This design comes from an exercise in tuning for small area, a short achievable clock period and few clock cycles on the open sky130 flow, not from production work.

==> job 685 <==
## exu_top
module exu_top
(
    input  wire logic                 clk,
    input  wire logic                 reset,
    input  wire logic                 dec_op_vld,
    output logic                      dec_op_rdy,
    input  wire logic                 dec_unit,
    input  wire logic [dec_op_w-1:0]  dec_op,
    input  wire logic                 dec_use_imm,
    input  wire logic [reg_idx_w-1:0] dec_rd_idx,
    input  wire logic [xlen-1:0]      dec_pc,
    input  wire logic [xlen-1:0]      dec_imm,
    input  wire logic [xlen-1:0]      rs1_rdata,
    input  wire logic [xlen-1:0]      rs2_rdata,
    output logic                      gpr_wbck_vld,
    input  wire logic                 gpr_wbck_rdy,
    output logic [reg_idx_w-1:0]      gpr_wbck_idx,
    output logic [xlen-1:0]           gpr_wbck_wdata,
    output logic                      pipe_flush_req,
    input  wire logic                 pipe_flush_ack,
    output logic [xlen-1:0]           pipe_flush_pc_op1,
    output logic [xlen-1:0]           pipe_flush_pc_op2
);
Settings: LEC_CHECK=0, CAP_MARGIN=40, CORE_MARGIN=2, CORE_UTILIZATION=40, CTS_BUF_LIST=sky130_fd_sc_hd__clkbuf_8, SETUP_SLACK_MARGIN=4.5, SLEW_MARGIN=40, TNS_END_PERCENT=0; clock period 9.0 ns.
standard.sh (not shown) runs the stock make flow with config.mk's settings and CLKGATE_MAP_FILE= SYNTH_SCRIPT=/design/flow/synth_recipe.tcl, a recipe that flattens the netlist after the stock synthesis.
==> flow/flow/run.sh <==
#!/bin/bash
# Standard ORFS layout, with the port buffers made from the smallest plain buffer.
set -euo pipefail
export BUFFER_PORTS_ARGS="-buffer_cell sky130_fd_sc_hd__buf_1"
bash standard.sh > standard_flow.log 2>&1
==> job 5073: changes against job 685 <==
--- a/flow/design.v
+++ b/flow/design.v
@@ -97,11 +97,10 @@
     logic [xlen-1:0] xor_res;
     logic [xlen-1:0] shf_in;
     logic [xlen-1:0] shf_out;
     logic [xlen-1:0] shf_res;
     logic            shf_fill;
-    logic [shamt_w-1:0] shamt;
     logic            shf_left;
     logic            lt_s;
     logic            lt_u;
     logic            lt;
     logic            eq;
@@ -109,12 +108,11 @@
     logic            needs_w;
     logic            use_a;
     logic            sel_and;
     logic            sel_or;
     logic            sel_xor;
-    logic            sel_sll;
-    logic            sel_shr;
+    logic            sel_shf;
     logic            sel_slt;
     logic            sel_ltu;
     logic            sel_sum;
     logic [xlen-1:0] gen;
     logic [xlen-1:0] prp;
@@ -144,20 +142,16 @@
         logic [xlen-1:0] gg, pp;
         gen = opa & opb;
         prp = opa ^ opb;
         gg  = gen;
         pp  = prp;
-        for (int l = 1; l < xlen; l = l * 2) begin
-            for (int i = 2 * l - 1; i < xlen; i = i + 2 * l) begin
-                gg[i] = gg[i] | (pp[i] & gg[i - l]);
-                pp[i] = pp[i] & pp[i - l];
-            end
-        end
-        for (int l = xlen / 4; l >= 1; l = l / 2) begin
-            for (int i = 3 * l - 1; i < xlen; i = i + 2 * l) begin
-                gg[i] = gg[i] | (pp[i] & gg[i - l]);
-                pp[i] = pp[i] & pp[i - l];
+        for (int l = 0; l < 5; l++) begin
+            for (int i = 0; i < xlen; i++) begin
+                if (((i >> l) & 1) == 1) begin
+                    gg[i] = gg[i] | (pp[i] & gg[((i >> l) << l) - 1]);
+                    pp[i] = pp[i] & pp[((i >> l) << l) - 1];
+                end
             end
         end
         cry = {gg[xlen-2:0], 1'b0};
     end
     assign sum = prp ^ cry ^ {xlen{do_sub}};
@@ -172,32 +166,30 @@
             2'b10:   lt = lt_u;
             default: lt = 1'b0;
         endcase
         taken = is_jump || (lt ^ dec_op[0]);
     end
-    assign shf_left = !dec_op[1];
-    assign shf_fill = dec_op[1] && dec_op[0] && a[xlen-1];
+    assign shf_left = (dec_op == rop_sll);
+    assign shf_fill = (dec_op == rop_sra) && a[xlen-1];
     always_comb begin
         for (int i = 0; i < xlen; i++) shf_in[i] = shf_left ? a[xlen-1-i] : a[i];
     end
-    assign shamt   = dec_use_imm ? dec_imm[shamt_w-1:0] : rs2_rdata[shamt_w-1:0];
-    assign shf_out = $signed({shf_fill, shf_in}) >>> shamt;
-    always_comb begin
-        for (int i = 0; i < xlen; i++) shf_res[i] = shf_out[xlen-1-i];
+    assign shf_out = $signed({shf_fill, shf_in}) >>> y[shamt_w-1:0];
+    always_comb begin
+        for (int i = 0; i < xlen; i++) shf_res[i] = shf_left ? shf_out[xlen-1-i] : shf_out[i];
     end
     assign sel_and = !is_brch && (dec_op == rop_and);
     assign sel_or  = !is_brch && (dec_op == rop_or);
     assign sel_xor = !is_brch && (dec_op == rop_xor);
-    assign sel_sll = !is_brch && (dec_op == rop_sll);
-    assign sel_shr = !is_brch && (dec_op == rop_srl || dec_op == rop_sra);
+    assign sel_shf = !is_brch && (dec_op == rop_sll || dec_op == rop_srl || dec_op == rop_sra);
     assign sel_slt = !is_brch && (dec_op == rop_slt);
     assign sel_ltu = !is_brch && (dec_op == rop_sltu);
-    assign sel_sum = !(sel_and || sel_or || sel_xor || sel_sll || sel_shr || sel_slt || sel_ltu);
-    assign other = ({xlen{sel_and || sel_or}}  & (a & y))
-                 | ({xlen{sel_or || sel_xor}}  & xor_res)
-                 | ({xlen{sel_sll}} & shf_res)
-                 | ({xlen{sel_shr}} & shf_out)
+    assign sel_sum = !(sel_and || sel_or || sel_xor || sel_shf || sel_slt || sel_ltu);
+    assign other = ({xlen{sel_and}} & (a & y))
+                 | ({xlen{sel_or}}  & (a | y))
+                 | ({xlen{sel_xor}} & xor_res)
+                 | ({xlen{sel_shf}} & shf_res)
                  | xlen'((sel_slt && lt_s) || (sel_ltu && lt_u));
     assign res_c0 = sel_sum ? (prp ^ {xlen{do_sub}}) : other;
     assign res_c1 = sel_sum ? ~(prp ^ {xlen{do_sub}}) : other;
     always_comb begin
         for (int i = 0; i < xlen; i++) res[i] = cry[i] ? res_c1[i] : res_c0[i];
Settings changed: CTS_BUF_LIST sky130_fd_sc_hd__clkbuf_8 to not set, TNS_END_PERCENT 0 to 10.
==> impl_metrics.json <==
{
  "outcome": "no timing/DRC/antenna violations",
  "final_util_pct": 51.1,
  "buffer_area_share_pct": 12.7,
  "clockPowerShare_pct": 15.9,
  "synth_top_family_by_area": "multiplexers",
  "cts-root-buf": "clkbuf_8",
  "num-nets-final": 1427,
  "clock.fmax_mhz": 200,
  "grt_usage_pct": 28.8,
  "wl_per_cell_um": 24.8,
  "crit_end": "gpr_wbck_wdata[19]",
  "min_to": "gpr_wbck_vld",
  "dr_wl_met2_mm": 16.6
}
the above is filed under job 685

==> impl_metrics.json <==
{
  "dr_wl_met2_mm": 22.1,
  "layout_common_cells": "242 x buf_1, 134 x nor2_1, 101 x edfxtp_1",
  "cp.arrival_ps": 5410,
  "fin_crit_sh_pct": 59.3,
  "die_w_um": 168,
  "cts-root-buf": "clkbuf_16",
  "cts.clk_slew.worst_paths_ps": 80,
  "num-nets-final": 1754,
  "grt_use_met3_pct": 6.02,
  "outcome": "no timing/DRC/antenna violations",
  "synth.most_common_cell": "nor2_1",
  "finClkSkew_ps": 13.6,
  "critical_path.max_fanout": 11,
  "synth_top_family_by_area": "compound AO/OA/AOI/OAI gates",
  "leakage_nw": 5.76,
  "multiInputGateArea_um2": 7730,
  "crit_end": "gpr_wbck_wdata[31]",
  "grt_usage_pct": 34.1,
  "clockPowerShare_pct": 18.1,
  "wl_per_cell_um": 26.2,
  "min_to": "pipe_flush_pc_op2[3]"
}
the above is filed under job 5073

No functional check of the RTL was part of any run of this note.

what the ideal ports hide:
The flow's constraints put no driver on any port. The routed layouts listed below were extracted and timed again, unchanged, in two steps.
Step 1: set_driving_cell puts a clkbuf_16 on clk and a buf_2 on each other input, an assumption about the parent block.
Step 2 also shifts input and output timing later by t, the mid clock arrival at the registers, as if the neighbouring blocks saw the same clock.
Three values: no drivers, after step 1, after step 2; two values: the first two.
run | shift t [ns] | setup WS [ns] | worst data-port slew with drivers (ns) | pins driven straight from the clock port
job 685 | 0.445 | 4.001 / 4.014 / 3.569 | 0.06 | 1
job 5073 | 0.416 | 3.665 / 3.647 / 3.231 | 0.07 | 1
After both steps setup and hold are still met in every run listed. The setup slack of job 5073, which loses most, moves by -0.018 ns with the drivers and by -0.434 ns with both steps.
